This design comes from an exercise in tuning for small area, a short achievable clock period and few clock cycles per item on the open sky130 flow, not from production work. In this exercise RTL edits were held to simulation tests only and were not proved equivalent to the original. No activity file was given, so power comes from the tool's default toggle rates.

run K:
Design signed_int32_divider, start of the top module:
module signed_int32_divider (
    input  logic        i_clk,
    input  logic        i_rst_n,
    input  logic        i_req_valid,
    output logic        o_req_ready,
    input  logic [31:0] i_req_numerator,
    input  logic [31:0] i_req_denominator,
    output logic        o_rsp_valid,
    input  logic        i_rsp_ready,
    output logic [31:0] o_rsp_quotient,
    output logic [1:0]  o_rsp_status
);
    localparam logic [5:0] RING_WAIT = 6'd32;  
    logic        r_rdy;      
    logic        r_ov;       
    logic        r_kv;       
    logic [31:0] r_oq;
    logic [1:0]  r_os;
    logic [31:0] r_kq;
    logic [1:0]  r_ks;
    logic        r_park;     
    logic [5:0]  r_cnt;      
    assign o_req_ready = r_rdy;
    logic [31:0] s0_n;
    logic [31:0] s0_dm;
    logic        s0_neg;
    logic        w_park;     
    logic        w_take;     
    assign w_take = i_req_valid & r_rdy;
    assign s0_n   = i_req_numerator[31] ? (~i_req_numerator + 32'd1) : i_req_numerator;
    assign s0_dm  = i_req_denominator[31] ? (~i_req_denominator + 32'd1) : i_req_denominator;
    assign s0_neg = i_req_numerator[31] ^ i_req_denominator[31];
    logic        e_v;        
    logic [31:0] e_q;        
    logic        e_neg;
    logic        e_dz;       
    logic        p0_v;
    logic [31:0] p0_n;
    logic [31:0] p0_dm;      
    logic        p0_neg;
    always_ff @(posedge i_clk) begin
        if (!i_rst_n) p0_v <= 1'b0;
        else          p0_v <= w_park | w_take;
    end
    always_ff @(posedge i_clk) begin
        p0_n   <= w_park ? e_q : s0_n;
        p0_dm  <= w_park ? {31'h7FFF_FFFF, e_dz} : ~s0_dm;
        p0_neg <= w_park ? e_neg : s0_neg;
    end
    logic [0:0] t0_sh;
    logic [1:0] t0_df;
    logic       t0_ge;
    logic [0:0] t0_r;
    logic [0:0] t0_q;
    assign t0_sh = p0_n[31];
  ...
Size in the first run: ~2700 flip-flops, about 100 I/O pins, roughly 97000 um^2 of cells after synthesis.
clock: 4.4 ns
lec_check: 0
abc_area: 1
cap_margin: 20
core_margin: 2
core_utilization: 60
setup_slack_margin: 1.8
slew_margin: 20
run.sh (not shown) runs the stock make flow with config.mk's settings and CLKGATE_MAP_FILE= SYNTH_SCRIPT=/design/flow/synth_recipe.tcl, a recipe that flattens the netlist after the stock synthesis.
Testbench counts of run K, summed over its fixed seeds: cycles 9,872, items 9,600.
diff inputs: run K => run M
--- a/flow/config.mk
+++ b/flow/config.mk
@@ -11,3 +11,3 @@
 export CORE_UTILIZATION = 60
-export SETUP_SLACK_MARGIN = 1.8
+export SETUP_SLACK_MARGIN = 2.2
 export SLEW_MARGIN = 20
==> run summary <==
As of run M, total power per unit cell area had fallen by a few percent compared to run K. Relative to run K, non-clock buffer count has gone up in run M. Run K has lower met3 routed wirelength than run M. Diff run K and run M: setup slack higher in run K. Run K has lower power than run M. Count of fill cells added during filler insertion sits lower in run M than in run K. Going from run K to run M, maximum frequency shrinks by about 1.3%. Number of standard cells in the final layout excluding fillers, run M vs run K: up slightly.


Setup of job 6127:
Starting RTL as in the previous note.
Settings: LEC_CHECK=0, ABC_AREA=1, CAP_MARGIN=30, CORE_MARGIN=2, CORE_UTILIZATION=60, CTS_CLUSTER_DIAMETER=80, CTS_CLUSTER_SIZE=30, SETUP_SLACK_MARGIN=1.8, SLEW_MARGIN=30; clock period 4.4 ns.
Job 6127 ran to completion and came out clean on the timing, design-rule and antenna checks.
Testbench counts of job 6127, summed over its fixed seeds: cycles 9,872, items 9,600.
The following lists how job 1447 was set up differently from job 6127:
- a change of CORE_UTILIZATION from 60 to 55
Findings:
- Job 1447 ended with every stage complete and zero timing, DRC or antenna violations.
- Relative to job 6127, growth of design area from synthesis to finish has increased by 0.94 points in job 1447.
- Job 6127 → job 1447: maximum frequency from static timing analysis now sits higher, first-pass GRT wire length went down about 1.4%, share of power burned in combinational logic went down by 0.2 points, ratio of total power to cell area rose 0.47%.
- [job 1447 vs job 6127] placer's final routability congestion estimate: higher in job 1447


signed_int32_divider again, from the RTL that the note above started with.
make LEC_CHECK=0 ABC_AREA=1 CAP_MARGIN=20 CORE_MARGIN=2 CORE_UTILIZATION=60 SETUP_SLACK_MARGIN=1.5 SLEW_MARGIN=20 finish   # period 4.4 ns
Testbench counts at the start, summed over its fixed seeds: cycles 9,872, items 9,600.
Next try:
CTS_CLUSTER_DIAMETER = 80   (was unset)
CTS_CLUSTER_SIZE = 30   (was unset)
SETUP_SLACK_MARGIN = 1.8   (was 1.5)
Now the flow ran to the end with violations: capacitance limit, slew limit; global-route usage is lower by 1.6 points; wire length is lower by about 5%; synthesized cell count is unchanged; register-to-register slack gets better by 0.22 ns; cell area is lower by 4.4%; power is lower by 17%; worst setup slack gets better by 0.22 ns.

re-timing with driven ports:
The results above use ideal ports. As a check the final layouts listed here were re-extracted and re-timed, cells and wires unchanged.
Step 1: set_driving_cell puts a clkbuf_16 on i_clk and a buf_2 on each other input, an assumption about the parent block.
Step 2 times the ports against the registers' clock, not the clock port: input delays grow and output delays shrink by t, the midpoint of the rising clock arrivals with the driver on.
a / b / c = ideal ports / drivers / drivers and shift; a / b = the first two.
run	t (ns)	setup WS [ns]	clock arrival spread, ns	worst register clock-pin slew, ns	pins driven straight from the clock port
run K	0.985	1.835 / 1.751 / 1.336	0.099 / 0.098	0.07 / 0.07	1
run M	0.983	1.801 / 1.717 / 1.386	0.094 / 0.094	0.07 / 0.07	1
job 6127	0.889	1.820 / 1.737 / 1.393	0.038 / 0.038	0.11 / 0.11	1
job 1447	0.912	1.877 / 1.814 / 1.408	0.051 / 0.051	0.12 / 0.12	1
the first run of note 3	0.984	1.571 / 1.555 / 1.362	0.098 / 0.098	0.07 / 0.07	1
the second run of note 3	0.873	1.795 / 1.785 / 1.396	0.076 / 0.076	0.12 / 0.12	1
For run K, which loses most, drivers alone change the setup slack by -0.084 ns; drivers and shift together by -0.499 ns.
